Source: an optimization exercise on an open RTL-to-GDS flow (aim: small area and a short achievable clock period). Production flows keep margins and buffers that such runs may drop. RTL that was checked went through simulation tests only; none was proved equivalent to the original. The RTL of run 3 was laid out without a check of its function. No activity file was given, so power comes from the tool's default toggle rates.

File: flow/constraint.sdc
create_clock -name core_clock -period 7.0 [get_ports {clk}]
set_input_delay 1.4000 -clock core_clock [delete_from_list [all_inputs] [get_ports {clk}]]
set_output_delay 1.4000 -clock core_clock [all_outputs]
set_load 0.01 [all_outputs]
File: flow/run.sh
#!/bin/bash
# synth_recipe.tcl (not shown) runs the flow's synth.tcl, then flattens the netlist and writes it again
# the make line also repeats each setting of config.mk as NAME=value (left out here)
make -C /OpenROAD-flow-scripts/flow DESIGN_CONFIG=/design/flow/config.mk WORK_HOME=/design/flow/orfs CLKGATE_MAP_FILE= SYNTH_SCRIPT=/design/flow/synth_recipe.tcl finish
File: flow/design.v
package mips_reg_file_pkg;
  localparam int DATA_W   = 32;
  localparam int ADDR_W   = 5;
  localparam int DEPTH    = 1 << ADDR_W;
  localparam int CNT_W    = 16;
  localparam int REG_ZERO = 0;
  localparam int AT = 1;
  localparam int V0 = 2;
  localparam int A0 = 4;
  localparam int T0 = 8;
  localparam int T1 = 9;
  localparam int T2 = 10;
  localparam int S0 = 16;
  localparam int SP = 29;
  localparam int RA = 31;
endpackage
module mips_reg_file #(
  parameter int DATA_W = mips_reg_file_pkg::DATA_W,
  parameter int ADDR_W = mips_reg_file_pkg::ADDR_W
) (
  input  logic              clk,
  input  logic              rst_n,
  input  logic [ADDR_W-1:0] rs_addr,
  input  logic [ADDR_W-1:0] rt_addr,
  input  logic [ADDR_W-1:0] rd_addr,
  input  logic              wr_en,
  input  logic [DATA_W-1:0] wr_data,
  output logic [DATA_W-1:0] rs_data,
  output logic [DATA_W-1:0] rt_data,
  input  logic [ADDR_W-1:0] dbg_addr,
  output logic [DATA_W-1:0] dbg_data,
  output logic [15:0]       wr_count
);
  localparam int NREGS = 1 << ADDR_W;
  localparam logic [ADDR_W-1:0] ZERO_ADDR = ADDR_W'(mips_reg_file_pkg::REG_ZERO);
  logic [DATA_W-1:0] regs [NREGS];
  logic              wr_commit;
  assign wr_commit = wr_en && (rd_addr != ZERO_ADDR);
  always_ff @(posedge clk or negedge rst_n) begin
    if (!rst_n) begin
      for (int i = 0; i < NREGS; i++) begin
        regs[i] <= '0;
      end
    end else if (wr_commit) begin
      regs[rd_addr] <= wr_data;
    end
  end
  always_comb begin
    rs_data = '0;
    rt_data = '0;
    if (rs_addr != ZERO_ADDR) rs_data = regs[rs_addr];
    if (rt_addr != ZERO_ADDR) rt_data = regs[rt_addr];
  end
  always_ff @(posedge clk or negedge rst_n) begin
    if (!rst_n) begin
      dbg_data <= '0;
    end else if (dbg_addr == ZERO_ADDR) begin
      dbg_data <= '0;
    end else begin
      dbg_data <= regs[dbg_addr];
    end
  end
  always_ff @(posedge clk or negedge rst_n) begin
    if (!rst_n) begin
      wr_count <= '0;
    end else if (wr_commit) begin
      wr_count <= wr_count + 16'd1;
    end
  end
endmodule
File: flow/config.mk
export PLATFORM = sky130hd
export DESIGN_NAME = mips_reg_file
export DESIGN_NICKNAME = mips_reg_file
export VERILOG_FILES = /design/flow/design.v
export SDC_FILE = /design/flow/constraint.sdc
export NUM_CORES = 4
export LEC_CHECK = 0
export CAP_MARGIN = 20
export CORE_MARGIN = 2
export CORE_UTILIZATION = 25
export PLACE_DENSITY = 0.3
export SETUP_SLACK_MARGIN = 0.4
export SLEW_MARGIN = 20
==> results by group, run 1 <==
Synth
  – Complex-gate fraction of the synthesized area: 0.2021
  – Ys Warns: 2
  – Syn Inst Count: around 5100
  – Post-synthesis instance area: approximately 57000 µm²
  – Seq/Total Area, Yosys: 0.4579
  – Post-Synth Adder-Cell Area: 0.0002201
  – Largest cells by area after synthesis: dfrtp_1 (46%), mux2_2 (20%), a22oi_1 (15%)
  – Most frequent cells after synthesis: a22oi_1 (1155), dfrtp_1 (1040), mux2_2 (995), nand2_1 (316), buf_2 (252)
  – Syn nets: ~5200
  – Number of synthesized flops with an enable pin: 0
  – Syn avg cell area: 11.07 µm²
  – Top_reg_cell synth: dfrtp_1
  – Mux cell area share after synthesis: 0.2060
  – Post-Synth XOR/XNOR Area: 0.002312
  – Synth area leader: dfrtp_1
  – Most common cell in the netlist: a22oi_1
  – Largest family of logic cells by synthesized area: multiplexers
  – Simple-Gate Fraction of Synth Area: 0.08764
  – Netlist cell types: 74
  – Top cell type's share of synthesized area: 0.4579
  – Asr flop ratio synth: 1.000
  – Synth Register Bits: 1040

Routing
  – DRC viols: 0
  – WL final: approximately 470 mm
  – DRT iter0 DRCs: 10548
  – Wirelength per Cell: between 50 and 60 µm
  – Via count: 57794
  – DRT antenna net count: 0
  – Vias per cell: 6.816
  – Pre-Repair DR Iteration Count: 10

Critical path
  – Worst path bufs/invs: 4
  – Crit Path Max Fanout: 13
  – Worst R2R Start: regs[10][31]
  – RR Endpoint: dbg_data[31]
  – Slowest cell on crit path: nor2_4
  – Reg2reg setup slack: 4.33 ns
  – Worst EP required: 5.60 ns
  – Startpoint Class: primary input
  – Slowest stage delay, CP: 0.84 ns
  – Crit path cell chain: clkdlybuf4s50_1 -> buf_12 -> nand3b_1 -> nor2_4 -> buf_4 -> a22oi_1 -> and3_1 -> nand3_1 -> clkdlybuf4s50_1
  – Crit Path Class: in -> out
  – R2R depth: 7
  – Most common cell on crit path: clkdlybuf4s50_1
  – Worst Setup End Kind: output port
  – Top delay family on crit path: buffers and inverters
  – Arrival time worst endpoint: between 5 and 6 ns

Final layout
  – Non-filler cells, final: 8479
  – Layout cells sized above 1: 0.3335
  – Final cell utilization of the core: 0.3071
  – Final instance area: 69600 µm²
  – Fill count: ~23000
  – Final #Nets: 5403
  – Area grow syn2layout: 22.46%

Worst hold path
  – HP Class: reg -> reg
  – Hold Path Depth: 1
  – Hold_sp: wr_count[15]
  – Hold Path End: wr_count[15]

Floorplanning
  – Die X: between 400 and 500 µm
  – Core Region: 226600 µm²
  – I/O Pins: 167
  – Row count: 175
  – Initial Utilization: 0.2508
  – Die Ht: around 480 µm
  – DIE AREA: 231200 µm²

Timing
  – Fmax: 148.7 MHz
  – Slew Viols, Final: 0
  – Slew HR: 0.1238
  – Final period util: 0.9605
  – Setup TNS: 0 ns
  – Setup slack after layout: 0.2762 ns
  – RSZ-0062 raised after global routing: no
  – Clock skew: 0.02958 ns
  – Least-Margin Pin Slew: 1.311 ns
  – # setup viols final: 0
  – Tmin final: between 6 and 7 ns
  – Smallest hold slack: between 0.4 and 0.5 ns
  – Final Hold Viols: 0

Power and ir drop
  – Cell Pwr Density: 284.7 nW/µm²
  – Maximum vdd ir drop: 0.2093 mV
  – Sw frac: 0.3398
  – PnR Total Power: 19.81 mW
  – Seq pwr share: 0.463
  – Internal Power: 13.08 mW
  – Clock network power share: 0.376
  – Combinational power share: 0.161
  – Leakage Power: 28.93 nW
  – NetSw: a little under 7 mW

GRT
  – Total track usage: 0.3934
  – Largest net degree at the start of global routing: 160
  – First-pass GRT wire length: 597.1 mm
  – Antenna violations before repair: 65
  – Vias in the first global route: 54719
  – GRT overflow: 0

Placement
  – Cell Area, Placed: roughly 65000 µm²
  – Setup Slack @ Placement: 0.04245 ns
  – RePlAce Congestion: roughly 0.95
  – I/O Buffers: 166
  – Dpl cells: approximately 8200
  – Dpl hpwl: 298.5 mm

Clocking
  – Worst-path clk slew: 0.05 ns
  – Num CTS Buffers: 140
  – H-tree depth: 4
  – Clock latency (worst-skew pair): 0.84 ns
  – Clock tree from TritonCTS: yes
  – Hold_buf cts: 0
  – CTS Sinks: 1040
  – Clock Tree Buf Depth: 3
  – Clk root buf: clkbuf_16

Run status
  – Status: complete, no violations

Run
  – Maxcap violations: 0
[per-layer routing]
metal	up-vias	track usage	share of wire
li1	20609	-	-
met1	30515	0.5269	0.42
met2	5164	0.5630	0.41
met3	1486	0.1105	0.10
met4	20	0.2270	0.068
met5	-	0	0.00034
[how the worst max path moves through the flow]
| stage | from | to | slack, ns | cells after the start |
|---|---|---|---|---|
| after detailed placement | rs_addr[4] | rs_data[13] | 0.04 | 9 |
| after floorplan | rs_addr[4] | rs_data[14] | 2.66 | 8 |
| after CTS | rt_addr[2] | rt_data[5] | 0.45 | 10 |
| after global routing | rs_addr[2] | rs_data[28] | 0.40 | 9 |
| final | rt_addr[2] | rt_data[0] | 0.28 | 9 |
| after global placement | rs_addr[4] | rs_data[13] | 0.08 | 9 |
[power by group through the flow]
stage / registers [mW] / logic (mW) / clock network [mW]
finish: 9.17 / 3.19 / 7.45
global route: 9.20 / 3.33 / 7.81
CTS: 9.03 / 3.14 / 7.61
detailed placement: 9.12 / 3.13 / 0
global placement: 9.19 / 3.09 / 0
floorplan: 8.19 / 1.72 / 0
[sequential cells by signal (all words and copies together) (netlist names)]
name and cells:
regs 992, dbg_data 32, wr_count 16
[final cells by class]
cell class,instances,area [µm²],share of cell area
clock buffer,202,4131,0.05936
clock inverter,42,486.7,0.006993
inverter,6,22.52,0.0003236
sequential,1040,26030,0.3739
timing repair buffer,590,5898,0.08475
multi-input combinational,3569,29220,0.4198
tap,3009,3765,0.05410
antenna,21,52.55,0.0007551
[cells by family (layout without fill, tap and decap cells)]
kind of cell / after synthesis / count (layout)
flops: 1040 / 1040
simple gates: 989 / 989
fa+ha+maj: 1 / 1
other cells: 0 / 21
compound gates: 1520 / 1520
mux: 1044 / 1044
buf+inv: 523 / 840
xor+xnor: 15 / 15
[placed cells by master, fill, tap and decap left out, types with 24 or more instances in the layout]
cell type	instances
mux2_2	995
nor2_1	83
nor2_4	101
buf_12	89
buf_2	24
a22o_1	71
a221oi_1	43
a222oi_1	68
buf_4	334
a21oi_1	85
nor3_1	61
nand4_1	130
clkbuf_1	27
nand2_1	308
clkdlybuf4s50_1	137
nor4_1	40
clkbuf_16	144
mux2i_1	38
nand3_1	87
clkbuf_8	31
dfrtp_1	1040
a22oi_1	1155
and3_1	28
[worst register-to-register path, cell delays in order, from the launching register on]
cell and delay (ns):
dfrtp_1 0.43, mux2i_1 0.24, nor3_1 0.08, a31oi_1 0.17, o311ai_0 0.23, a2111oi_0 0.88
a31oi_1 0.29, buf_4 0.24
[timing repair]
action,CTS,global route
pin swaps,5,3
endpoints found under the setup margin,33,8
gates resized for setup,2,1
setup buffers,13,10
==> run 2: changes to the inputs <==
--- a/flow/design.v
+++ b/flow/design.v
@@ -34,13 +34,26 @@
   localparam int NREGS = 1 << ADDR_W;
-  localparam logic [ADDR_W-1:0] ZERO_ADDR = ADDR_W'(mips_reg_file_pkg::REG_ZERO);
-  logic [DATA_W-1:0] regs [NREGS];
+  logic [DATA_W-1:0] regs  [1:NREGS-1];
+  logic [NREGS-1:1]  valid;
+  logic [NREGS-1:1]  we;
+  logic [NREGS-1:1]  sel_rs, sel_rt, sel_dbg;
   logic              wr_commit;
-  assign wr_commit = wr_en && (rd_addr != ZERO_ADDR);
+  assign wr_commit = wr_en && (rd_addr != '0);
+  always_comb begin
+    for (int i = 1; i < NREGS; i++) begin
+      we[i]      = wr_en && (rd_addr == ADDR_W'(i));
+      sel_rs[i]  = valid[i] && (rs_addr  == ADDR_W'(i));
+      sel_rt[i]  = valid[i] && (rt_addr  == ADDR_W'(i));
+      sel_dbg[i] = valid[i] && (dbg_addr == ADDR_W'(i));
+    end
+  end
+  always_ff @(posedge clk) begin
+    for (int i = 1; i < NREGS; i++) begin
+      if (we[i]) regs[i] <= wr_data;
+    end
+  end
   always_ff @(posedge clk or negedge rst_n) begin
     if (!rst_n) begin
-      for (int i = 0; i < NREGS; i++) begin
-        regs[i] <= '0;
-      end
-    end else if (wr_commit) begin
-      regs[rd_addr] <= wr_data;
+      valid <= '0;
+    end else begin
+      valid <= valid | we;
     end
@@ -50,4 +63,13 @@
     rt_data = '0;
-    if (rs_addr != ZERO_ADDR) rs_data = regs[rs_addr];
-    if (rt_addr != ZERO_ADDR) rt_data = regs[rt_addr];
+    for (int i = 1; i < NREGS; i++) begin
+      rs_data = rs_data | ({DATA_W{sel_rs[i]}} & regs[i]);
+      rt_data = rt_data | ({DATA_W{sel_rt[i]}} & regs[i]);
+    end
+  end
+  logic [DATA_W-1:0] dbg_next;
+  always_comb begin
+    dbg_next = '0;
+    for (int i = 1; i < NREGS; i++) begin
+      dbg_next = dbg_next | ({DATA_W{sel_dbg[i]}} & regs[i]);
+    end
   end
@@ -56,6 +78,4 @@
       dbg_data <= '0;
-    end else if (dbg_addr == ZERO_ADDR) begin
-      dbg_data <= '0;
     end else begin
-      dbg_data <= regs[dbg_addr];
+      dbg_data <= dbg_next;
     end
==> run 2 against run 1 <==
- clock skew down 0.0069 ns
- clock-buffer cell count fell by 4
- first-iteration DRC count increased by 22%
- wire length up 14%
- core utilization up 0.23 points
- flip-flop and latch count increased by 31
- synthesized area decreased by 1.9%
- global-route usage grew 5.9 points
- power is 1.5% lower
- largest power group unchanged
- combinational power rose by 31%
- hold slack lost 0.00098 ns
- synthesized cell count rose by 6.5%
- critical endpoint is now rt_data[27]
- highest routed layer unchanged
==> results by group, run 2 <==
Power and ir drop
  – Seq pwr share: 0.402 (was 0.463)
  – Internal Power: 12.38 mW (was 13.08 mW)
  – Combinational power share: 0.214 (was 0.161)
  – Leakage Power: 22.17 nW (was 28.93 nW)
  – NetSw: 7.129 mW (was 6.732 mW)
  – Cell Pwr Density: 284.2 nW/µm² (was 284.7 nW/µm²)
  – Clock network power share: 0.385 (was 0.376)
  – Maximum vdd ir drop: 0.2500 mV (was 0.2093 mV)
  – Sw frac: 0.3654 (was 0.3398)

Synth
  – Syn Inst Count: 5466 (was 5132)
  – Netlist cell types: 70 (was 74)
  – Number of synthesized flops with an enable pin: 992 (was 0)
  – Post-Synth XOR/XNOR Area: 0.002357 (was 0.002312)
  – Complex-gate fraction of the synthesized area: 0.1683 (was 0.2021)
  – Seq/Total Area, Yosys: 0.5698 (was 0.4579)
  – Syn nets: 5522 (was 5188)
  – Most frequent cells after synthesis: edfxtp_1 (992), nand2_1 (961), o22ai_1 (749), nor3_1 (481), clkbuf_1 (376) (was a22oi_1 (1155), dfrtp_1 (1040), mux2_2 (995), nand2_1 (316), buf_2 (252))
  – Largest family of logic cells by synthesized area: simple AND/OR/NAND/NOR gates (was multiplexers)
  – Synth Register Bits: 1071 (was 1040)
  – Simple-Gate Fraction of Synth Area: 0.2173 (was 0.08764)
  – Mux cell area share after synthesis: 0.004444 (was 0.2060)
  – Post-synthesis instance area: 55750 µm² (was 56830 µm²)
  – Post-Synth Adder-Cell Area: 0.0002244 (was 0.0002201)
  – Top cell type's share of synthesized area: 0.5343 (was 0.4579)
  – Synth area leader: edfxtp_1 (was dfrtp_1)
  – Syn avg cell area: 10.20 µm² (was 11.07 µm²)
  – Largest cells by area after synthesis: edfxtp_1 (53%), o22ai_1 (8.4%), nand2_1 (6.5%) (was dfrtp_1 (46%), mux2_2 (20%), a22oi_1 (15%))
  – Asr flop ratio synth: 0.07376 (was 1.000)
  – Most common cell in the netlist: edfxtp_1 (was a22oi_1)
  – Ys Warns: 2 (unchanged)
  – Top_reg_cell synth: edfxtp_1 (was dfrtp_1)

Floorplanning
  – Row count: 173 (was 175)
  – Die Ht: 476.2 µm (was 480.8 µm)
  – DIE AREA: 226800 µm² (was 231200 µm²)
  – Core Region: 221900 µm² (was 226600 µm²)
  – Die X: 476.2 µm (was 480.8 µm)
  – I/O Pins: 167 (unchanged)
  – Initial Utilization: 0.2513 (was 0.2508)

Clocking
  – Hold_buf cts: 0 (unchanged)
  – # Post-CTS Setup Buffers: 0 (was 13)
  – Clock latency (worst-skew pair): 0.82 ns (was 0.84 ns)
  – Num CTS Buffers: 141 (was 140)
  – Clk root buf: clkbuf_16 (unchanged)
  – Worst-path clk slew: 0.05 ns (about the same)
  – Clock tree from TritonCTS: yes (unchanged)
  – CTS Sinks: 1071 (was 1040)
  – Clock Tree Buf Depth: 3 (unchanged)
  – H-tree depth: 4 (unchanged)

Final layout
  – Commonest non-fill, non-tap cell in the layout: edfxtp_1 (was a22oi_1)
  – Biggest regs: regs: 992 flops, dbg_data: 32 flops, valid: 31 flops (was regs: 992 flops, dbg_data: 32 flops, wr_count: 16 flops)
  – Commonest non-fill, non-tap cells in the layout: edfxtp_1 (992), nand2_1 (926), o22ai_1 (749) (was a22oi_1 (1155), dfrtp_1 (1040), mux2_2 (995))
  – Area grow syn2layout: 23.12% (was 22.46%)
  – Final #Nets: 5781 (was 5403)
  – Layout cells sized above 1: 0.1646 (was 0.3335)
  – Max reg flops: 992 (unchanged)
  – Non-filler cells, final: 8861 (was 8479)
  – Fill count: 22923 (was 23292)
  – Final instance area: 68640 µm² (was 69600 µm²)
  – Multi-input gate area: 22430 µm² (was 29220 µm²)
  – Top reg by flops: regs (unchanged)
  – FF+latch area: 31830 µm² (was 26030 µm²)

GRT
  – Top Usage Layer GRT: met2 (unchanged)
  – Met2 global-route usage: 0.6393 (was 0.5630)
  – Vias in the first global route: 57408 (was 54719)
  – M3 GR Usage: 0.1442 (was 0.1105)
  – GRT overflow: 0 (unchanged)
  – Global routing usage on met1: 0.5866 (was 0.5269)
  – First-pass GRT wire length: 661.5 mm (was 597.1 mm)
  – Total track usage: 0.4522 (was 0.3934)
  – Antenna violations before repair: 69 (was 65)
  – Largest net degree at the start of global routing: 59 (was 160)

Critical path
  – Crit Path Max Fanout: 16 (was 13)
  – Startpoint Class: primary input (unchanged)
  – Arrival time worst endpoint: 5.44 ns (was 5.32 ns)
  – Launch point of the worst path: rt_addr[1] (was rt_addr[2])
  – Worst R2R Start: valid[13] (was regs[10][31])
  – Reg2reg setup slack: 3.65 ns (was 4.33 ns)
  – Worst EP required: 5.60 ns (about the same)
  – Worst Setup End Kind: output port (unchanged)
  – Crit Path Class: in -> out (unchanged)
  – RR Endpoint: dbg_data[27] (was dbg_data[31])
  – R2R depth: 7 (unchanged)

Placement
  – Dpl hpwl: 362.6 mm (was 298.5 mm)
  – Cell Area, Placed: 63950 µm² (was 64690 µm²)
  – Dpl cells: 8557 (was 8190)
  – I/O Buffers: 166 (unchanged)
  – RePlAce Congestion: 1.049 (was 0.9522)
  – Setup Slack @ Placement: 0.09976 ns (was 0.04245 ns)

Routing
  – DRT antenna net count: 0 (unchanged)
  – WL final: 534.1 mm (was 467.1 mm)
  – DRC viols: 0 (unchanged)
  – Vias per cell: 7.134 (was 6.816)
  – DRT iter0 DRCs: 12877 (was 10548)
  – Wirelength per Cell: 60.27 µm (was 55.08 µm)
  – Pre-Repair DR Iteration Count: 7 (was 10)
  – Via count: 63211 (was 57794)

Worst hold path
  – Hold Path Depth: 1 (unchanged)
  – Hold_sp: wr_count[15] (unchanged)
  – HP Class: reg -> reg (unchanged)
  – Hold Path End: wr_count[15] (unchanged)

Timing
  – Final period util: 0.9776 (was 0.9605)
  – Final Hold Viols: 0 (unchanged)
  – Least-Margin Pin Slew: 1.323 ns (was 1.311 ns)
  – Setup slack after layout: 0.1566 ns (was 0.2762 ns)
  – RSZ-0062 raised after global routing: yes (was no)
  – Fmax: 146.1 MHz (was 148.7 MHz)
  – Slew Viols, Final: 0 (unchanged)
  – # setup viols final: 0 (unchanged)
  – Setup TNS: 0 ns (unchanged)
  – Clock skew: 0.02265 ns (was 0.02958 ns)
  – Slew HR: 0.1178 (was 0.1238)
  – Smallest hold slack: 0.4769 ns (was 0.4779 ns)
  – Tmin final: 6.843 ns (was 6.724 ns)

Run status
  – Status: complete, no violations (unchanged)

Run
  – Maxcap violations: 0 (unchanged)
-- run 2: cell count changes after synthesis, moves of 161 or more --
cell	change
nor3_1	+416
buf_2	-191
mux2_2	-973
a22oi_1	-1145
o22ai_1	+746
clkbuf_1	+196
edfxtp_1	+992
nor4_1	+161
nand2_1	+645
dfrtp_1	-961
-- run 2: logic make-up (layout without fill, tap and decap cells) --
kind of cell,after synthesis,after routing
DFF,1071,1071
xor gates and xnor gates,15,15
adders and majority gates,1,1
buffers and inverters,533,906
muxes,22,22
other,0,47
AOI/OAI and AO/OA,1368,1368
and+or+nand+nor,2456,2456
-- run 2: timing repair --
item                                    4_1_cts  5_1_grt
pin swaps                                     1        0
resized for setup                             9        3
endpoints found under the setup margin       20       17
-- run 2: power groups by stage --
| stage | Clock [mW] | Combinational, mW | Sequential (mW) |
|---|---|---|---|
| 2_1_floorplan | 0 | 1.51 | 7.39 |
| 3_3_place_gp | 0 | 4.02 | 7.92 |
| 3_5_place_dp | 0 | 3.94 | 7.91 |
| 4_1_cts | 7.57 | 3.96 | 7.78 |
| 5_1_grt | 7.78 | 4.06 | 7.79 |
| 6_report | 7.51 | 4.17 | 7.83 |
-- run 2: stage by stage --
stage / total power, mW / utilization
3_5_place_dp: 11.85 / 0.2882
5_1_grt: 19.63 / 0.3089
3_3_place_gp: 11.93 / 0.2882
2_1_floorplan: 8.900 / -
6_report: 19.51 / 0.3094
4_1_cts: 19.30 / 0.3090
-- run 2: how the worst max path moves through the flow --
stage | slack (ns) | end
floorplan | 2.27 | rs_data[20]
detailed placement | 0.1 | rt_data[27]
CTS | 0.41 | rt_data[14]
global route | 0.29 | rt_data[5]
finish | 0.16 | rt_data[27]
global placement | -0.06 | rt_data[27]
-- run 2: cell type report --
class | instances | share of cell area
inverters | 5 | 0.0002734
flip-flops and latches | 1071 | 0.4638
well taps | 2975 | 0.05423
clock inverters | 59 | 0.008148
multi-input cells | 3862 | 0.3268
diodes | 47 | 0.001714
repair buffers | 644 | 0.08641
clock buffers | 198 | 0.05859
-- run 2: per-layer routing --
metal / vias up / share of wire
met5: - / 0.00025
met4: 20 / 0.083
met3: 1932 / 0.12
met2: 6429 / 0.41
met1: 32704 / 0.39
li1: 22126 / -
-- run 2: critical path: stages --
cell	delay, ns
clkdlybuf4s50_1	0.68
nor3_1	0.97
nand2_2	0.66
buf_12	0.43
o2bb2ai_1	0.16
nor4_1	0.08
nand4_1	0.38
clkdlybuf4s50_1	0.64
==> run 3: changes to the inputs <==
--- a/flow/design.v
+++ b/flow/design.v
@@ -60,16 +60,15 @@
   end
+  logic [DATA_W-1:0] dbg_next;
+  logic [NREGS-1:1]  col [DATA_W];
   always_comb begin
-    rs_data = '0;
-    rt_data = '0;
-    for (int i = 1; i < NREGS; i++) begin
-      rs_data = rs_data | ({DATA_W{sel_rs[i]}} & regs[i]);
-      rt_data = rt_data | ({DATA_W{sel_rt[i]}} & regs[i]);
+    for (int b = 0; b < DATA_W; b++) begin
+      for (int i = 1; i < NREGS; i++) begin
+        col[b][i] = regs[i][b];
+      end
     end
   end
-  logic [DATA_W-1:0] dbg_next;
-  always_comb begin
-    dbg_next = '0;
-    for (int i = 1; i < NREGS; i++) begin
-      dbg_next = dbg_next | ({DATA_W{sel_dbg[i]}} & regs[i]);
-    end
+  for (genvar b = 0; b < DATA_W; b++) begin : g_bit
+    mips_reg_file_sel u_rs  (.sel(sel_rs),  .d(col[b]), .y(rs_data[b]));
+    mips_reg_file_sel u_rt  (.sel(sel_rt),  .d(col[b]), .y(rt_data[b]));
+    mips_reg_file_sel u_dbg (.sel(sel_dbg), .d(col[b]), .y(dbg_next[b]));
   end
@@ -90 +89,26 @@
 endmodule
+module mips_reg_file_sel (
+  input  logic [31:1] sel,
+  input  logic [31:1] d,
+  output logic        y
+);
+  logic [10:0] t;
+  for (genvar g = 0; g < 10; g++) begin : g_grp
+    mips_reg_file_aoi3 u_aoi (.s(sel[3*g+3:3*g+1]), .d(d[3*g+3:3*g+1]), .y(t[g]));
+  end
+  assign t[10] = ~(sel[31] & d[31]);
+  mips_reg_file_nand11 u_nand (.t(t), .y(y));
+endmodule
+module mips_reg_file_aoi3 (
+  input  logic [2:0] s,
+  input  logic [2:0] d,
+  output logic       y
+);
+  assign y = ~|(s & d);
+endmodule
+module mips_reg_file_nand11 (
+  input  logic [10:0] t,
+  output logic        y
+);
+  assign y = ~&t;
+endmodule
--- a/flow/config.mk
+++ b/flow/config.mk
@@ -11,3 +11,4 @@
 export PLACE_DENSITY = 0.3
-export SETUP_SLACK_MARGIN = 0.4
+export SETUP_SLACK_MARGIN = 2.5
 export SLEW_MARGIN = 20
+export SYNTH_HIERARCHICAL = 1
==> run 3 against run 2 <==
- die area down 18%
- combinational power down 63%
- clock-buffer cell count is 13 lower
- setup slack improved by 1.7 ns
- via count down 33%
- global-route usage is 15 points lower
- wire length is 45% lower
- synthesized cell count decreased by 49%
- power decreased by 18%
- cell count is 32% lower
- sequential share of layout area grew 5.7 points
- critical endpoint is now rt_data[7]
- largest cell class unchanged
- largest power group unchanged
==> results by group, run 3 <==
Routing
  – Vias per cell: 7.074 (was 7.134)
  – WL final: 294.6 mm (was 534.1 mm)
  – Met1 Routed Length: 116.3 mm (was 210.5 mm)
  – DRC viols: 0 (unchanged)
  – DRT iter0 DRCs: 10909 (was 12877)
  – DRT antenna net count: 0 (unchanged)
  – DR WL met3: 37.74 mm (was 62.21 mm)
  – Max Used Layer: met5 (unchanged)
  – Pre-Repair DR Iteration Count: 15 (was 7)
  – Via count: 42389 (was 63211)
  – Met2 wire length: 124.3 mm (was 216.8 mm)
  – Wirelength per Cell: 49.17 µm (was 60.27 µm)

Final layout
  – Layout cells sized above 1: 0.2599 (was 0.1646)
  – Commonest non-fill, non-tap cell in the layout: edfxtp_1 (unchanged)
  – Max reg flops: 992 (unchanged)
  – Commonest non-fill, non-tap cells in the layout: edfxtp_1 (992), a222oi_1 (960), buf_4 (222) (was edfxtp_1 (992), nand2_1 (926), o22ai_1 (749))
  – Final #Nets: 3546 (was 5781)
  – Top reg by flops: regs (unchanged)
  – Area grow syn2layout: 33.46% (was 23.12%)
  – Biggest regs: regs: 992 flops, dbg_data: 32 flops, valid: 31 flops (unchanged)
  – Fill count: 17308 (was 22923)

Clocking
  – Clock Tree Buf Depth: 3 (unchanged)
  – Worst-path clk slew: 0.05 ns (about the same)
  – Clk root buf: clkbuf_16 (unchanged)
  – Clock tree from TritonCTS: yes (unchanged)
  – CTS Sinks: 1071 (unchanged)
  – Num CTS Buffers: 138 (was 141)
  – H-tree depth: 4 (unchanged)
  – Clock latency (worst-skew pair): 0.80 ns (was 0.82 ns)

Power and ir drop
  – Cell Pwr Density: 263.4 nW/µm² (was 284.2 nW/µm²)
  – Leakage Power: 19.88 nW (was 22.17 nW)
  – Maximum vdd ir drop: 0.1866 mV (was 0.2500 mV)
  – PnR Total Power: 16.07 mW (was 19.51 mW)

Synth
  – Largest family of logic cells by synthesized area: compound AO/OA/AOI/OAI gates (was simple AND/OR/NAND/NOR gates)
  – Synth Register Bits: 1071 (unchanged)
  – Complex-gate fraction of the synthesized area: 0.2111 (was 0.1683)
  – Syn avg cell area: 16.39 µm² (was 10.20 µm²)
  – Netlist cell types: 40 (was 70)
  – Largest cells by area after synthesis: edfxtp_1 (65%), a222oi_1 (21%), dfrtp_1 (4.3%) (was edfxtp_1 (53%), o22ai_1 (8.4%), nand2_1 (6.5%))
  – Most common cell in the netlist: edfxtp_1 (unchanged)
  – Mux cell area share after synthesis: 0.0002463 (was 0.004444)
  – Seq/Total Area, Yosys: 0.6947 (was 0.5698)
  – Synth area leader: edfxtp_1 (unchanged)
  – Simple-Gate Fraction of Synth Area: 0.08987 (was 0.2173)
  – Top cell type's share of synthesized area: 0.6515 (was 0.5343)
  – Ys Warns: 11 (was 2)
  – Asr flop ratio synth: 0.07376 (unchanged)
  – Post-Synth Adder-Cell Area: 0.0002737 (was 0.0002244)
  – Most frequent cells after synthesis: edfxtp_1 (992), a222oi_1 (960), nand4_1 (194), nand3_1 (109), nand2_1 (105) (was edfxtp_1 (992), nand2_1 (961), o22ai_1 (749), nor3_1 (481), clkbuf_1 (376))
  – Syn Inst Count: 2789 (was 5466)
  – Top_reg_cell synth: edfxtp_1 (unchanged)
  – Post-synthesis instance area: 45720 µm² (was 55750 µm²)
  – Post-Synth XOR/XNOR Area: 0.002873 (was 0.002357)
  – Number of synthesized flops with an enable pin: 992 (unchanged)
  – Syn nets: 2845 (was 5522)

Placement
  – Setup Slack @ Placement: 0.6181 ns (was 0.09976 ns)
  – RePlAce Congestion: 0.8527 (was 1.049)
  – Dpl hpwl: 175.1 mm (was 362.6 mm)
  – I/O Buffers: 166 (unchanged)

Critical path
  – Crit path cell chain: buf_12 -> and3b_2 -> and3_4 -> buf_6 -> buf_12 -> a222oi_1 -> nand4_1 -> or3_4 -> buf_6 (was clkdlybuf4s50_1 -> nor3_1 -> nand2_2 -> buf_12 -> o2bb2ai_1 -> nor4_1 -> nand4_1 -> clkdlybuf4s50_1)
  – Worst Setup End Kind: output port (unchanged)
  – R2R depth: 5 (was 7)
  – Worst R2R Start: valid[1] (was valid[13])
  – Arrival time worst endpoint: 3.77 ns (was 5.44 ns)
  – Slowest cell on crit path: or3_4 (was nor3_1)
  – Crit Path Max Fanout: 8 (was 16)
  – Slowest stage delay, CP: 0.50 ns (was 0.97 ns)
  – Reg2reg setup slack: 4.02 ns (was 3.65 ns)
  – RR Endpoint: dbg_data[13] (was dbg_data[27])
  – Worst EP required: 5.60 ns (about the same)
  – Startpoint Class: primary input (unchanged)
  – Crit Path Class: in -> out (unchanged)

Timing
  – Tmin final: 5.171 ns (was 6.843 ns)
  – Fmax: 193.4 MHz (was 146.1 MHz)
  – Clock skew: 0.02455 ns (was 0.02265 ns)
  – Setup TNS: 0 ns (unchanged)
  – # setup viols final: 0 (unchanged)
  – Setup slack after layout: 1.829 ns (was 0.1566 ns)
  – Slew Viols, Final: 0 (unchanged)
  – Final period util: 0.7387 (was 0.9776)
  – Slew HR: 0.2611 (was 0.1178)
  – RSZ-0062 raised after global routing: yes (unchanged)
  – Final Hold Viols: 0 (unchanged)
  – Least-Margin Pin Slew: 1.108 ns (was 1.323 ns)

Run
  – Maxcap violations: 0 (unchanged)

GRT
  – First-pass GRT wire length: 378.6 mm (was 661.5 mm)
  – Total track usage: 0.3040 (was 0.4522)
  – Vias in the first global route: 40004 (was 57408)
  – GRT overflow: 0 (unchanged)
  – Largest net degree at the start of global routing: 46 (was 59)
  – Antenna violations before repair: 34 (was 69)

Floorplanning
  – Core Region: 181300 µm² (was 221900 µm²)
  – Row count: 156 (was 173)
  – DIE AREA: 186300 µm² (was 226800 µm²)
  – Die X: 431.7 µm (was 476.2 µm)
  – I/O Pins: 167 (unchanged)
  – Initial Utilization: 0.2522 (was 0.2513)
  – Die Ht: 431.7 µm (was 476.2 µm)

Worst hold path
  – HP Class: reg -> reg (unchanged)
  – Hold_sp: wr_count[15] (unchanged)
  – Hold Path End: wr_count[15] (unchanged)
  – Hold Path Depth: 1 (unchanged)

Run status
  – Status: complete, no violations (unchanged)
-- run 3: repair_timing --
item,CTS,global route
pin swaps,365,145
gates resized for setup,676,18
gates cloned,25,4
setup buffers,132,25
hold buffers,0,0
endpoints found under the setup margin,64,64
-- run 3: worst max-delay path: cells and delay by family --
kind                   cells  cell delay, ns
buffers and inverters      4            0.54
AND/OR/NAND/NOR            4            1.47
AO/OA/AOI/OAI              1            0.34
-- run 3: final cells by class --
type / count / area [µm²] / area share
Antenna cell: 20 / 50.05 / 0.0008201
Clock buffer: 185 / 3816 / 0.06254
Clock inverter: 67 / 688.2 / 0.01128
Inverter: 4 / 15.01 / 0.0002460
Multi-Input combinational cell: 1712 / 15000 / 0.2459
Sequential cell: 1071 / 31770 / 0.5205
Tap cell: 2370 / 2965 / 0.04859
Timing Repair Buffer: 563 / 6719 / 0.1101
-- run 3: how the worst max path moves through the flow --
stage	startpoint	cells past startpoint	end
finish	rt_addr[0]	9	rt_data[7]
global route	rt_addr[0]	8	rt_data[2]
CTS	rt_addr[0]	8	rt_data[2]
detailed placement	rs_addr[3]	8	rs_data[26]
global placement	rs_addr[3]	8	rs_data[26]
floorplan	rs_addr[1]	6	rs_data[0]
-- run 3: metrics by stage --
step                      cell area, µm²  utilization  std cells  hold WS [ns]
after floorplan                    45780            -       2789        0.4530
after global placement             52940       0.2920       5530        0.4694
after detailed placement           52960       0.2921       5533        0.4758
after CTS                          60580       0.3341       5942        0.4947
after global routing               61010       0.3365       5987        0.5135
final                              61020       0.3365       5992        0.4957
-- run 3: logic make-up (layout without fill, tap and decap cells) --
family | after synthesis | count (layout)
AOI/OAI and AO/OA | 964 | 964
xor gates and xnor gates | 15 | 15
adders and majority gates | 1 | 1
buffers and inverters | 10 | 819
DFF | 1071 | 1071
muxes | 1 | 1
other | 0 | 20
and+or+nand+nor | 727 | 731
-- run 3: Yosys stat by module, one instance, submodules excluded --
module / times used / flops+latches / area (µm²) / cells
mips_reg_file_nand11: 96 / 0 / 23.77 / 4
mips_reg_file: 1 / 1071 / 33470 / 1349
mips_reg_file_aoi3: 960 / 0 / 10.01 / 1
mips_reg_file_sel: 96 / 0 / 3.754 / 1
-- run 3: per-layer routing --
layer | global-route usage | up-vias
met2 | 0.4458 | 4058
met3 | 0.09216 | 823
met4 | 0.1522 | 20
met1 | 0.4054 | 21923
met5 | 0 | -
li1 | - | 15565
-- run 3: report_power, final --
| group | leakage (nW) | switching (mW) | internal (mW) | total (mW) |
|---|---|---|---|---|
| clock network | 2.20 | 2.90 | 4.27 | 7.17 |
| logic | 7.78 | 0.928 | 0.628 | 1.56 |
| registers | 9.90 | 0.174 | 7.17 | 7.35 |
| total | 19.9 | 4.00 | 12.1 | 16.1 |
==> run 4: changes to the inputs <==
--- a/flow/design.v
+++ b/flow/design.v
@@ -36,4 +36,5 @@
   logic [NREGS-1:1]  valid;
-  logic [NREGS-1:1]  we;
+  logic [NREGS-1:1]  we, we_n;
   logic [NREGS-1:1]  sel_rs, sel_rt, sel_dbg;
+  logic [NREGS-1:1]  lo_rs, lo_rt;
   logic              wr_commit;
@@ -43,5 +44,16 @@
       we[i]      = wr_en && (rd_addr == ADDR_W'(i));
+      we_n[i]    = !we[i];
       sel_rs[i]  = valid[i] && (rs_addr  == ADDR_W'(i));
       sel_rt[i]  = valid[i] && (rt_addr  == ADDR_W'(i));
+      lo_rs[i]   = valid[i] && (rs_addr[2:0] == 3'(i));
+      lo_rt[i]   = valid[i] && (rt_addr[2:0] == 3'(i));
       sel_dbg[i] = valid[i] && (dbg_addr == ADDR_W'(i));
+    end
+  end
+  logic [DATA_W-1:0] regs_d [1:NREGS-1];
+  for (genvar i = 1; i < NREGS; i++) begin : g_hold
+    for (genvar b = 0; b < DATA_W; b++) begin : g_bit
+      mips_reg_file_hold u_hold (
+        .we(we[i]), .we_n(we_n[i]), .d(wr_data[b]), .q(regs[i][b]), .y(regs_d[i][b])
+      );
     end
@@ -50,3 +62,3 @@
     for (int i = 1; i < NREGS; i++) begin
-      if (we[i]) regs[i] <= wr_data;
+      regs[i] <= regs_d[i];
     end
@@ -70,5 +82,5 @@
   for (genvar b = 0; b < DATA_W; b++) begin : g_bit
-    mips_reg_file_sel u_rs  (.sel(sel_rs),  .d(col[b]), .y(rs_data[b]));
-    mips_reg_file_sel u_rt  (.sel(sel_rt),  .d(col[b]), .y(rt_data[b]));
-    mips_reg_file_sel u_dbg (.sel(sel_dbg), .d(col[b]), .y(dbg_next[b]));
+    mips_reg_file_sel2 u_rs  (.sel(lo_rs),  .hi(rs_addr[4:3]), .d(col[b]), .y(rs_data[b]));
+    mips_reg_file_sel2 u_rt  (.sel(lo_rt),  .hi(rt_addr[4:3]), .d(col[b]), .y(rt_data[b]));
+    mips_reg_file_sel  u_dbg (.sel(sel_dbg), .d(col[b]), .y(dbg_next[b]));
   end
@@ -88,2 +100,42 @@
   end
+endmodule
+module mips_reg_file_sel2 (
+  input  logic [31:1] sel,
+  input  logic [1:0]  hi,
+  input  logic [31:1] d,
+  output logic        y
+);
+  logic [3:0] g;
+  mips_reg_file_or7 u_g0 (.s(sel[7:1]), .d(d[7:1]), .y(g[0]));
+  mips_reg_file_or8 u_g1 (.s(sel[15:8]),  .d(d[15:8]),  .y(g[1]));
+  mips_reg_file_or8 u_g2 (.s(sel[23:16]), .d(d[23:16]), .y(g[2]));
+  mips_reg_file_or8 u_g3 (.s(sel[31:24]), .d(d[31:24]), .y(g[3]));
+  mips_reg_file_mux4 u_mux (.g(g), .s(hi), .y(y));
+endmodule
+module mips_reg_file_or8 (
+  input  logic [7:0] s,
+  input  logic [7:0] d,
+  output logic       y
+);
+  logic [1:0] t;
+  mips_reg_file_aoi3 u_a (.s(s[2:0]), .d(d[2:0]), .y(t[0]));
+  mips_reg_file_aoi3 u_b (.s(s[5:3]), .d(d[5:3]), .y(t[1]));
+  assign y = ~(t[0] & t[1] & ~((s[6] & d[6]) | (s[7] & d[7])));
+endmodule
+module mips_reg_file_or7 (
+  input  logic [6:0] s,
+  input  logic [6:0] d,
+  output logic       y
+);
+  logic [1:0] t;
+  mips_reg_file_aoi3 u_a (.s(s[2:0]), .d(d[2:0]), .y(t[0]));
+  mips_reg_file_aoi3 u_b (.s(s[5:3]), .d(d[5:3]), .y(t[1]));
+  assign y = ~(t[0] & t[1] & ~(s[6] & d[6]));
+endmodule
+module mips_reg_file_mux4 (
+  input  logic [3:0] g,
+  input  logic [1:0] s,
+  output logic       y
+);
+  assign y = g[s];
 endmodule
@@ -114 +166,10 @@
 endmodule
+module mips_reg_file_hold (
+  input  logic we,
+  input  logic we_n,
+  input  logic d,
+  input  logic q,
+  output logic y
+);
+  assign y = (we & d) | (we_n & q);
+endmodule
--- a/flow/config.mk
+++ b/flow/config.mk
@@ -10,2 +10,6 @@
 export CORE_UTILIZATION = 25
+export CTS_BUF_LIST = sky130_fd_sc_hd__clkbuf_8
+export CTS_CLUSTER_DIAMETER = 100
+export CTS_CLUSTER_SIZE = 30
+export MIN_ROUTING_LAYER = met2
 export PLACE_DENSITY = 0.3
==> run 4 against run 3 <==
- the run now fails in global routing (5_1_grt)
- synthesized area is 0.26% higher
- synthesized cell count is 41% higher
==> results by group, run 4 <==
Synth
  – Mux cell area share after synthesis: 0.03169 (was 0.0002463)
  – Complex-gate fraction of the synthesized area: 0.4032 (was 0.2111)
  – Top_reg_cell synth: dfxtp_1 (was edfxtp_1)
  – Largest family of logic cells by synthesized area: compound AO/OA/AOI/OAI gates (unchanged)
  – Netlist cell types: 34 (was 40)
  – Simple-Gate Fraction of Synth Area: 0.08210 (was 0.08987)
  – Most frequent cells after synthesis: a22o_1 (992), dfxtp_1 (992), a222oi_1 (832), nand3_1 (297), a22oi_1 (192) (was edfxtp_1 (992), a222oi_1 (960), nand4_1 (194), nand3_1 (109), nand2_1 (105))
  – Asr flop ratio synth: 0.07376 (unchanged)
  – Seq/Total Area, Yosys: 0.4763 (was 0.6947)
  – Synth Register Bits: 1071 (unchanged)
  – Syn avg cell area: 11.67 µm² (was 16.39 µm²)
  – Post-Synth XOR/XNOR Area: 0.002866 (was 0.002873)
  – Syn Inst Count: 3929 (was 2789)
  – Ys Warns: 12 (was 11)
  – Post-synthesis instance area: 45840 µm² (was 45720 µm²)
  – Number of synthesized flops with an enable pin: 0 (was 992)
  – Top cell type's share of synthesized area: 0.4332 (was 0.6515)
  – Synth area leader: dfxtp_1 (was edfxtp_1)
  – Syn nets: 3985 (was 2845)
  – Largest cells by area after synthesis: dfxtp_1 (43%), a22o_1 (19%), a222oi_1 (18%) (was edfxtp_1 (65%), a222oi_1 (21%), dfrtp_1 (4.3%))
  – Post-Synth Adder-Cell Area: 0.0002729 (was 0.0002737)

Placement
  – I/O Buffers: 166 (unchanged)
  – Setup Slack @ Placement: 0.4101 ns (was 0.6181 ns)
  – Dpl hpwl: 226.7 mm (was 175.1 mm)
  – RePlAce Congestion: 1.080 (was 0.8527)
  – Cell Area, Placed: 53070 µm² (was 52960 µm²)

GRT
  – First-pass GRT wire length: 575.9 mm
  – Vias in the first global route: 79551
  – GRT overflow: 5
  – Largest net degree at the start of global routing: 44
  – Total track usage: 0.6878

Run status
  – Err: [ERROR GRT-0116] Global routing finished with congestion. Check the congestion regions in the DRC Viewer.
  – Failed at: global routing (5_1_grt)
  – Status: aborted with a tool error (was complete, no violations)

Clocking
  – Num CTS Buffers: 56 (was 138)
  – Hold_buf cts: 0 (unchanged)
  – Clock Tree Buf Depth: 3 (unchanged)
  – H-tree depth: 2 (was 4)
  – Clk root buf: clkbuf_8 (was clkbuf_16)
  – CTS Sinks: 1071 (unchanged)

Floorplanning
  – Die Ht: 432.2 µm (was 431.7 µm)
  – Initial Utilization: 0.2509 (was 0.2522)
  – I/O Pins: 167 (unchanged)
  – Row count: 157 (was 156)
  – Die X: 432.2 µm (was 431.7 µm)
==> run 4: layer usage <==
metal  GRT overflow  global-route usage
met5              0              0.5894
met4              4              0.4581
met2              0              0.7097
met3              1              0.8106
met1              -                   -
==> run 4: worst max-delay path by stage <==
stage,endpoint,cells after the start
2_1_floorplan,rt_data[0],6
3_3_place_gp,rt_data[12],8
3_5_place_dp,rt_data[12],8
4_1_cts,rs_data[4],9
==> run 4: logic make-up after synthesis <==
logic type,Yosys count
adder cells (fa/ha/maj),1
AO/OA/AOI/OAI,2018
XOR/XNOR,15
flip-flops,1071
AND/OR/NAND/NOR,718
multiplexers,65
buffers and inverters,41
==> run 4: repair_timing <==
| action | CTS |
|---|---|
| gates cloned | 27 |
| pin swaps | 290 |
| setup endpoints to repair | 64 |
| setup buffers | 157 |
| gates resized for setup | 555 |
==> run 4: stage by stage <==
step / total power, mW / std cells
floorplan: 9.969 / 3929
global placement: 11.94 / 6718
detailed placement: 11.92 / 6718
CTS: 15.95 / 7008
==> run 4: modules after synthesis (local to each module, per instance), excerpt <==
module	copies in the design	cell area (µm²)
mips_reg_file	1	23540
mips_reg_file_aoi3	832	10.01
mips_reg_file_hold	992	8.758
mips_reg_file_mux4	64	22.52
mips_reg_file_nand11	32	23.77
mips_reg_file_or7	64	8.758
mips_reg_file_or8	192	12.51
mips_reg_file_sel	32	3.754
==> run 4: power groups by stage <==
stage	sequential, mW	clock [mW]	combinational (mW)
after CTS	8.72	3.84	3.39
after detailed placement	8.80	0	3.11
after global placement	8.84	0	3.09
after floorplan	8.34	0	1.63
==> run 5: changes to the inputs <==
--- a/flow/design.v
+++ b/flow/design.v
@@ -39,4 +39,11 @@
   logic [NREGS-1:1]  lo_rs, lo_rt;
+  logic [3:0]        hi_rs, hi_rt;
   logic              wr_commit;
   assign wr_commit = wr_en && (rd_addr != '0);
+  always_comb begin
+    for (int g = 0; g < 4; g++) begin
+      hi_rs[g] = (rs_addr[4:3] == 2'(g));
+      hi_rt[g] = (rt_addr[4:3] == 2'(g));
+    end
+  end
   always_comb begin
@@ -82,4 +89,4 @@
   for (genvar b = 0; b < DATA_W; b++) begin : g_bit
-    mips_reg_file_sel2 u_rs  (.sel(lo_rs),  .hi(rs_addr[4:3]), .d(col[b]), .y(rs_data[b]));
-    mips_reg_file_sel2 u_rt  (.sel(lo_rt),  .hi(rt_addr[4:3]), .d(col[b]), .y(rt_data[b]));
+    mips_reg_file_sel2 u_rs  (.sel(lo_rs),  .hi(hi_rs), .d(col[b]), .y(rs_data[b]));
+    mips_reg_file_sel2 u_rt  (.sel(lo_rt),  .hi(hi_rt), .d(col[b]), .y(rt_data[b]));
     mips_reg_file_sel  u_dbg (.sel(sel_dbg), .d(col[b]), .y(dbg_next[b]));
@@ -103,3 +110,3 @@
   input  logic [31:1] sel,
-  input  logic [1:0]  hi,
+  input  logic [3:0]  hi,
   input  logic [31:1] d,
@@ -112,3 +119,3 @@
   mips_reg_file_or8 u_g3 (.s(sel[31:24]), .d(d[31:24]), .y(g[3]));
-  mips_reg_file_mux4 u_mux (.g(g), .s(hi), .y(y));
+  mips_reg_file_mux4 u_mux (.g(g), .h(hi), .y(y));
 endmodule
@@ -136,6 +143,6 @@
   input  logic [3:0] g,
-  input  logic [1:0] s,
+  input  logic [3:0] h,
   output logic       y
 );
-  assign y = g[s];
+  assign y = |(g & h);
 endmodule
--- a/flow/config.mk
+++ b/flow/config.mk
@@ -10,6 +10,2 @@
 export CORE_UTILIZATION = 25
-export CTS_BUF_LIST = sky130_fd_sc_hd__clkbuf_8
-export CTS_CLUSTER_DIAMETER = 100
-export CTS_CLUSTER_SIZE = 30
-export MIN_ROUTING_LAYER = met2
 export PLACE_DENSITY = 0.3
==> run 5 against run 4 <==
- now clean on timing, DRC and antenna
- synthesized area is 0.35% lower
- synthesized cell count is 3.6% higher
==> results by group, run 5 <==
Synth
  – Synth area leader: dfxtp_1 (unchanged)
  – Netlist cell types: 33 (was 34)
  – Asr flop ratio synth: 0.07376 (unchanged)
  – Syn nets: 4125 (was 3985)
  – Ys Warns: 12 (unchanged)
  – Largest cells by area after synthesis: dfxtp_1 (43%), a22o_1 (19%), a222oi_1 (18%) (unchanged)
  – Post-synthesis instance area: 45680 µm² (was 45840 µm²)
  – Top cell type's share of synthesized area: 0.4348 (was 0.4332)
  – Top_reg_cell synth: dfxtp_1 (unchanged)
  – Syn avg cell area: 11.23 µm² (was 11.67 µm²)
  – Number of synthesized flops with an enable pin: 0 (unchanged)
  – Synth Register Bits: 1071 (unchanged)
  – Syn Inst Count: 4069 (was 3929)
  – Seq/Total Area, Yosys: 0.4780 (was 0.4763)
  – Most frequent cells after synthesis: a22o_1 (992), dfxtp_1 (992), a222oi_1 (832), a22oi_1 (320), nand3_1 (297) (was a22o_1 (992), dfxtp_1 (992), a222oi_1 (832), nand3_1 (297), a22oi_1 (192))

Clocking
  – Worst-path clk slew: 0.05 ns
  – Clk root buf: clkbuf_16 (was clkbuf_8)
  – Clock Tree Buf Depth: 3 (unchanged)
  – Clock tree from TritonCTS: yes
  – Num CTS Buffers: 141 (was 56)
  – H-tree depth: 4 (was 2)
  – Clock latency (worst-skew pair): 0.82 ns
  – CTS Sinks: 1071 (unchanged)

Timing
  – Fmax: 201.3 MHz
  – Final Hold Viols: 0
  – Slew HR: 0.1823
  – Final period util: 0.7096
  – # setup viols final: 0
  – Least-Margin Pin Slew: around 1.2 ns
  – RSZ-0062 raised after global routing: yes
  – Clock skew: 0.02478 ns
  – Setup TNS: 0 ns
  – Slew Viols, Final: 0
  – Tmin final: 4.967 ns

Critical path
  – RR Endpoint: dbg_data[4]
  – R2R depth: 4
  – Worst R2R Start: valid[4]
  – Worst Setup End Kind: output port
  – Crit Path Max Fanout: 6
  – Startpoint Class: primary input
  – Reg2reg setup slack: 3.36 ns
  – Worst EP required: about 5.6 ns
  – Crit Path Class: in -> out
  – Arrival time worst endpoint: roughly 3.6 ns

GRT
  – Largest net degree at the start of global routing: 44
  – M3 GR Usage: 0.1443
  – Top Usage Layer GRT: met2
  – Total track usage: 0.3788
  – First-pass GRT wire length: between 400 and 500 mm
  – Vias in the first global route: between 40000 and 50000
  – Met2 global-route usage: 0.5459
  – Antenna violations before repair: 44
  – Global routing usage on met1: 0.5106
  – GRT overflow: 0

Power and ir drop
  – Cell Pwr Density: 330.4 nW/µm²
  – Leakage Power: 25.14 nW
  – Maximum vdd ir drop: approximately 0.15 mV

Placement
  – Dpl cells: 6858 (was 6718)
  – I/O Buffers: 166 (unchanged)
  – RePlAce Congestion: 0.9112 (was 1.080)
  – Cell Area, Placed: 52740 µm² (was 53070 µm²)
  – Dpl hpwl: 242.9 mm (was 226.7 mm)

Worst hold path
  – Hold Path End: wr_count[15]
  – Hold Path Depth: 1
  – HP Class: reg -> reg
  – Hold_sp: wr_count[15]

Final layout
  – Layout cells sized above 1: 0.2447
  – Commonest non-fill, non-tap cells in the layout: a22o_1 (992), dfxtp_1 (992), a222oi_1 (832)
  – Area grow syn2layout: 34.89%
  – Top reg by flops: regs
  – Max reg flops: 992
  – Fill count: approximately 18000
  – Multi-input gate area: 25770 µm²
  – Non-filler cells, final: 7349
  – Final instance area: 61620 µm²
  – Biggest regs: regs: 992 flops, dbg_data: 32 flops, valid: 31 flops
  – Final #Nets: 4874
  – FF+latch area: roughly 22000 µm²

Floorplanning
  – DIE AREA: between 150000 and 200000 µm²
  – I/O Pins: 167 (unchanged)
  – Row count: 156 (was 157)
  – Die Ht: 431.5 µm (was 432.2 µm)
  – Core Region: about 180000 µm²
  – Initial Utilization: 0.2522 (was 0.2509)
  – Die X: 431.5 µm (was 432.2 µm)

Routing
  – Wirelength per Cell: 50.38 µm
  – WL final: 370.3 mm
  – Vias per cell: approximately 7.2
  – DRT antenna net count: 0
  – DRC viols: 0
  – Via count: 52644
  – Pre-Repair DR Iteration Count: 14
  – DRT iter0 DRCs: 13312

Run
  – Maxcap violations: 0

Run status
  – Status: complete, no violations (was aborted with a tool error)
-- run 5: changes by cell type after synthesis, sizes merged, moves of 3 or more --
cell | previous run | this run
mux4 | 64 | 0
nor3 | 4 | 9
nand2 | 135 | 200
nor2b | 7 | 10
a22oi | 192 | 320
xnor2 | 12 | 9
xor2 | 3 | 6
-- run 5: worst max-delay path, cell delays in order --
cell	delay [ns]
buf_16	0.11
buf_4	0.14
nor2_4	0.08
and3_4	0.25
buf_6	0.17
buf_4	0.15
a222oi_1	0.34
nand3_2	0.24
a22oi_2	0.37
nand2_2	0.14
buf_6	0.15
-- run 5: worst max-delay path by stage --
stage          slack, ns     endpoint  startpoint
6_report            2.03  rt_data[24]  rt_addr[2]
5_1_grt             2.03  rt_data[24]  rt_addr[2]
4_1_cts             2.12  rt_data[28]  rt_addr[2]
3_5_place_dp        0.44  rt_data[28]  rt_addr[2]
3_3_place_gp        0.48  rt_data[10]  rt_addr[2]
2_1_floorplan       2.51   rs_data[0]  rs_addr[1]
-- run 5: logic make-up after synthesis --
kind of cell	synth area share
XOR/XNOR	0.002876
AND/OR/NAND/NOR	0.08875
adder cells (fa/ha/maj)	0.0002739
flip-flops	0.4780
AO/OA/AOI/OAI	0.4264
buffers and inverters	0.003670
-- run 5: routing by layer --
| layer | share of wire | vias up |
|---|---|---|
| li1 | - | 20562 |
| met1 | 0.41 | 27121 |
| met2 | 0.41 | 4198 |
| met3 | 0.13 | 741 |
| met4 | 0.046 | 22 |
| met5 | 0.00038 | - |
-- run 5: final cells by class --
| type | instances | area share |
|---|---|---|
| Inverter | 34 | 0.002132 |
| Clock inverter | 32 | 0.005077 |
| Multi-Input combinational cell | 2982 | 0.4183 |
| Timing Repair Buffer | 588 | 0.09769 |
| Sequential cell | 1071 | 0.3544 |
| Clock buffer | 226 | 0.07245 |
| Tap cell | 2370 | 0.04813 |
| Antenna cell | 46 | 0.001868 |
-- run 5: report_power, final --
group	switching, mW	leakage (nW)	internal, mW
registers	1.73	9.24	7.33
logic	2.09	13.5	1.57
clock network	3.10	2.36	4.54
total	6.92	25.1	13.4
-- run 5: Yosys stat by module, one instance, submodules excluded, excerpt --
module / cell area [µm²] / flops+latches
mips_reg_file_sel: 3.754 / 0
mips_reg_file: 23620 / 1071
mips_reg_file_or8: 12.51 / 0
mips_reg_file_nand11: 23.77 / 0
mips_reg_file_mux4: 18.77 / 0
mips_reg_file_or7: 8.758 / 0
mips_reg_file_aoi3: 10.01 / 0
mips_reg_file_hold: 8.758 / 0
-- run 5: what timing repair did --
| item | 4_1_cts | 5_1_grt |
|---|---|---|
| resized for setup | 775 | 64 |
| hold buffers | 0 | 0 |
| buffers inserted | 120 | 31 |
| cloned | 31 | 5 |
| endpoints found under the setup margin | 74 | 70 |
| pin swaps | 517 | 177 |
-- run 5: per-stage QoR --
stage	hold slack [ns]	setup slack, ns	total power, mW	util
finish	0.4727	2.033	20.36	0.3402
global route	0.5193	2.031	20.86	0.3399
CTS	0.4749	2.123	20.11	0.3361
detailed placement	0.4570	0.4377	12.18	0.2911
global placement	0.4599	0.4834	12.22	0.2911
floorplan	0.4520	2.508	9.940	-
==> run 6: changes to the inputs <==
--- a/flow/config.mk
+++ b/flow/config.mk
@@ -10,2 +10,5 @@
 export CORE_UTILIZATION = 25
+export CTS_BUF_LIST = sky130_fd_sc_hd__clkbuf_16
+export CTS_CLUSTER_DIAMETER = 100
+export CTS_CLUSTER_SIZE = 16
 export PLACE_DENSITY = 0.3
==> run 6 against run 5 <==
- highest routed layer unchanged
- via count decreased by 0.81%
- flip-flop and latch count unchanged
- clock skew increased by 0.0039 ns
- non-clock buffer count increased by 8
- cell count decreased by 1.8%
- largest power group unchanged
- hold slack improved by 0.0023 ns
- synthesized area unchanged
- still clean on timing, DRC and antenna
==> results by group, run 6 <==
GRT
  – GRT overflow: 0 (unchanged)
  – Total track usage: 0.3770 (was 0.3788)
  – Largest net degree at the start of global routing: 44 (unchanged)
  – First-pass GRT wire length: 475.2 mm (was 477.0 mm)
  – Antenna violations before repair: 47 (was 44)
  – Vias in the first global route: 46451 (was 47142)

Critical path
  – Launch point of the worst path: rt_addr[2] (unchanged)
  – RR Endpoint: dbg_data[10] (was dbg_data[4])
  – Worst Setup End Kind: output port (unchanged)
  – Startpoint Class: primary input (unchanged)
  – Worst EP required: 5.60 ns (about the same)
  – Crit Path Max Fanout: 6 (unchanged)
  – Reg2reg setup slack: 3.05 ns (was 3.36 ns)
  – Crit Path Class: in -> out (unchanged)
  – Crit path cell chain: buf_16 -> and3b_4 -> buf_4 -> and2_4 -> a222oi_1 -> nand3_2 -> a22oi_2 -> nand2_1 -> buf_6 (was buf_16 -> buf_4 -> nor2_4 -> and3_4 -> buf_6 -> buf_4 -> a222oi_1 -> nand3_2 -> a22oi_2 -> nand2_2 -> buf_6)
  – Arrival time worst endpoint: 3.57 ns (about the same)
  – Slowest cell on crit path: a22oi_2 (unchanged)
  – Worst R2R Start: valid[4] (unchanged)
  – R2R depth: 4 (unchanged)
  – Critical Path End: rt_data[10] (was rt_data[24])
  – Slowest stage delay, CP: 0.43 ns (was 0.37 ns)

Synth
  – Top_reg_cell synth: dfxtp_1 (unchanged)
  – Top cell type's share of synthesized area: 0.4348 (unchanged)
  – Most frequent cells after synthesis: a22o_1 (992), dfxtp_1 (992), a222oi_1 (832), a22oi_1 (320), nand3_1 (297) (unchanged)
  – Ys Warns: 12 (unchanged)
  – Syn nets: 4125 (unchanged)
  – Number of synthesized flops with an enable pin: 0 (unchanged)
  – Synth Register Bits: 1071 (unchanged)
  – Post-synthesis instance area: 45680 µm² (unchanged)
  – Seq/Total Area, Yosys: 0.4780 (unchanged)
  – Netlist cell types: 33 (unchanged)
  – Synth area leader: dfxtp_1 (unchanged)
  – Largest cells by area after synthesis: dfxtp_1 (43%), a22o_1 (19%), a222oi_1 (18%) (unchanged)
  – Asr flop ratio synth: 0.07376 (unchanged)
  – Syn Inst Count: 4069 (unchanged)
  – Syn avg cell area: 11.23 µm² (unchanged)

Run status
  – Status: complete, no violations (unchanged)

Floorplanning
  – Initial Utilization: 0.2522 (unchanged)
  – Die X: 431.5 µm (unchanged)
  – Core Region: 181100 µm² (unchanged)
  – DIE AREA: 186100 µm² (unchanged)
  – Row count: 156 (unchanged)
  – Die Ht: 431.5 µm (unchanged)
  – I/O Pins: 167 (unchanged)

Routing
  – Via count: 52216 (was 52644)
  – DRT antenna net count: 0 (unchanged)
  – WL final: 368.9 mm (was 370.3 mm)
  – DRC viols: 0 (unchanged)
  – Pre-Repair DR Iteration Count: 15 (was 14)
  – Vias per cell: 7.237 (was 7.163)
  – DRT iter0 DRCs: 12827 (was 13312)
  – Wirelength per Cell: 51.13 µm (was 50.38 µm)

Final layout
  – Layout cells sized above 1: 0.2274 (was 0.2447)
  – Commonest non-fill, non-tap cells in the layout: a22o_1 (992), dfxtp_1 (992), a222oi_1 (832) (unchanged)
  – Max reg flops: 992 (unchanged)
  – Area grow syn2layout: 29.67% (was 34.89%)
  – Fill count: 18339 (was 18200)
  – Final cell utilization of the core: 0.3270 (was 0.3402)
  – Biggest regs: regs: 992 flops, dbg_data: 32 flops, valid: 31 flops (unchanged)
  – Final #Nets: 4818 (was 4874)
  – Top reg by flops: regs (unchanged)

Placement
  – RePlAce Congestion: 0.9112 (unchanged)
  – I/O Buffers: 166 (unchanged)
  – Dpl hpwl: 242.9 mm (unchanged)

Power and ir drop
  – Maximum vdd ir drop: 0.1785 mV (was 0.1515 mV)
  – PnR Total Power: 17.49 mW (was 20.36 mW)
  – Leakage Power: 24.04 nW (was 25.14 nW)
  – Cell Pwr Density: 295.3 nW/µm² (was 330.4 nW/µm²)

Timing
  – Final Hold Viols: 0 (unchanged)
  – Clock skew: 0.02868 ns (was 0.02478 ns)
  – Final period util: 0.7097 (was 0.7096)
  – Fmax: 201.3 MHz (about the same)
  – Slew HR: 0.2039 (was 0.1823)
  – RSZ-0062 raised after global routing: yes (unchanged)
  – Setup TNS: 0 ns (unchanged)
  – Tmin final: 4.968 ns (was 4.967 ns)
  – Least-Margin Pin Slew: 1.194 ns (was 1.227 ns)
  – Slew Viols, Final: 0 (unchanged)
  – # setup viols final: 0 (unchanged)

Clocking
  – CTS Sinks: 1071 (unchanged)
  – Clock Tree Buf Depth: 3 (unchanged)
  – Worst-path clk slew: 0.08 ns (was 0.05 ns)
  – Clk root buf: clkbuf_16 (unchanged)
  – H-tree depth: 3 (was 4)
  – Clock latency (worst-skew pair): 0.76 ns (was 0.82 ns)
  – Num CTS Buffers: 79 (was 141)
  – Clock tree from TritonCTS: yes (unchanged)

Worst hold path
  – HP Class: reg -> reg (unchanged)

Run
  – Maxcap violations: 0 (unchanged)
==> run 6: cell counts after synthesis <==
Identical to the previous run, type by type.
==> run 6: per-layer routing <==
| metal | up-vias | global-route usage | part of all wire | routed length (µm) |
|---|---|---|---|---|
| met5 | - | 0 | 0.00036 | 133 |
| met4 | 20 | 0.1230 | 0.041 | 15130 |
| met2 | 4183 | 0.5514 | 0.42 | 153700 |
| li1 | 20340 | - | - | - |
| met3 | 664 | 0.1299 | 0.13 | 46880 |
| met1 | 27009 | 0.5145 | 0.42 | 153100 |
==> run 6: metrics by stage <==
stage                     worst slack, ns  cells  area, µm²  hold slack, ns
after floorplan                     2.508   4069      45680          0.4520
after global placement             0.4834   6856      52720          0.4599
after detailed placement           0.4377   6858      52740          0.4570
after CTS                           2.128   7132      58490          0.4783
after global routing                2.044   7186      59160          0.5228
final                               2.032   7215      59230          0.4749
==> run 6: how the worst min path moves through the flow <==
| stage | start | endpoint | slack, ns | depth (start not counted) |
|---|---|---|---|---|
| final | wr_count[15] | wr_count[15] | 0.47 | 1 |
| after global routing | wr_count[13] | wr_count[13] | 0.52 | 1 |
| after CTS | wr_count[15] | wr_count[15] | 0.48 | 1 |
| after detailed placement | wr_count[15] | wr_count[15] | 0.46 | 1 |
| after global placement | wr_count[15] | wr_count[15] | 0.46 | 1 |
| after floorplan | valid[26] | valid[26] | 0.45 | 1 |
==> run 6: Yosys stat by module, one instance, submodules excluded, excerpt <==
module                copies in the design  flops+latches  cell area (µm²)
mips_reg_file                            1           1071            23620
mips_reg_file_aoi3                     832              0            10.01
mips_reg_file_hold                     992              0            8.758
mips_reg_file_mux4                      64              0            18.77
mips_reg_file_nand11                    32              0            23.77
mips_reg_file_or7                       64              0            8.758
mips_reg_file_or8                      192              0            12.51
mips_reg_file_sel                       32              0            3.754
==> run 6: where the power goes <==
group,switching (mW),internal [mW]
clock,2.62,2.17
sequential,1.73,7.32
combinational,2.09,1.57
==> run 6: logic make-up after synthesis <==
family                     after synthesis  share of synthesized area
and+or+nand+nor                        793                    0.08875
AOI/OAI and AO/OA                     2147                     0.4264
adders and majority gates                1                  0.0002739
buffers and inverters                   42                   0.003670
xor gates and xnor gates                15                   0.002876
DFF                                   1071                     0.4780
==> run 6: critical path, delay by kind of cell <==
kind            cells  cell delay, ns
compound gates      2            0.82
buf+inv             3            0.44
simple gates        4            0.89
==> run 6: final cells by class <==
type	instances	area, µm²	share of cell area
Sequential cell	1071	21840	0.3687
Clock buffer	81	2027	0.03422
Inverter	34	131.4	0.002218
Clock inverter	32	221.5	0.003739
Multi-Input combinational cell	2980	25760	0.4349
Timing Repair Buffer	596	6160	0.1040
Antenna cell	51	127.6	0.002155
Tap cell	2370	2965	0.05006
==> run 6: what timing repair did <==
item,4_1_cts,5_1_grt
resized for setup,784,67
setup endpoints to repair,80,84
hold buffers,0,0
pin swaps,529,179
gates cloned,31,4
buffers inserted,130,28

[port drivers added, routing unchanged]
No port has a modelled driver above. Below, the same layouts with a new extraction and two added sets of constraints. Step 1: set_driving_cell puts a clkbuf_16 on clk and a buf_2 on each other input, an assumption about the parent block. Step 2 times the ports against the registers' clock, not the clock port: input delays grow and output delays shrink by t, the midpoint of the rising clock arrivals with the driver on. Three values: no drivers, after step 1, after step 2; two values: the first two.
run	t (ns)	setup WS [ns]	worst hold slack (ns)	latest minus earliest clock arrival (ns)
run 1	0.917	0.276 / 0.241 / 0.241	0.478 / 0.470 / 0.478	0.039 / 0.039
run 2	0.903	0.157 / 0.057 / 0.057	0.477 / 0.477 / 0.477	0.036 / 0.036
run 3	0.873	1.829 / 1.739 / 1.739	0.496 / 0.496 / 0.496	0.030 / 0.031
run 5	0.900	2.033 / 1.753 / 1.476	0.473 / 0.473 / 0.473	0.030 / 0.030
run 6	0.839	2.032 / 1.753 / 1.249	0.475 / 0.475 / 0.475	0.034 / 0.035
After both steps setup and hold are still met in every run listed. For run 6, which loses most, drivers alone change the setup slack by -0.279 ns; drivers and shift together by -0.783 ns.
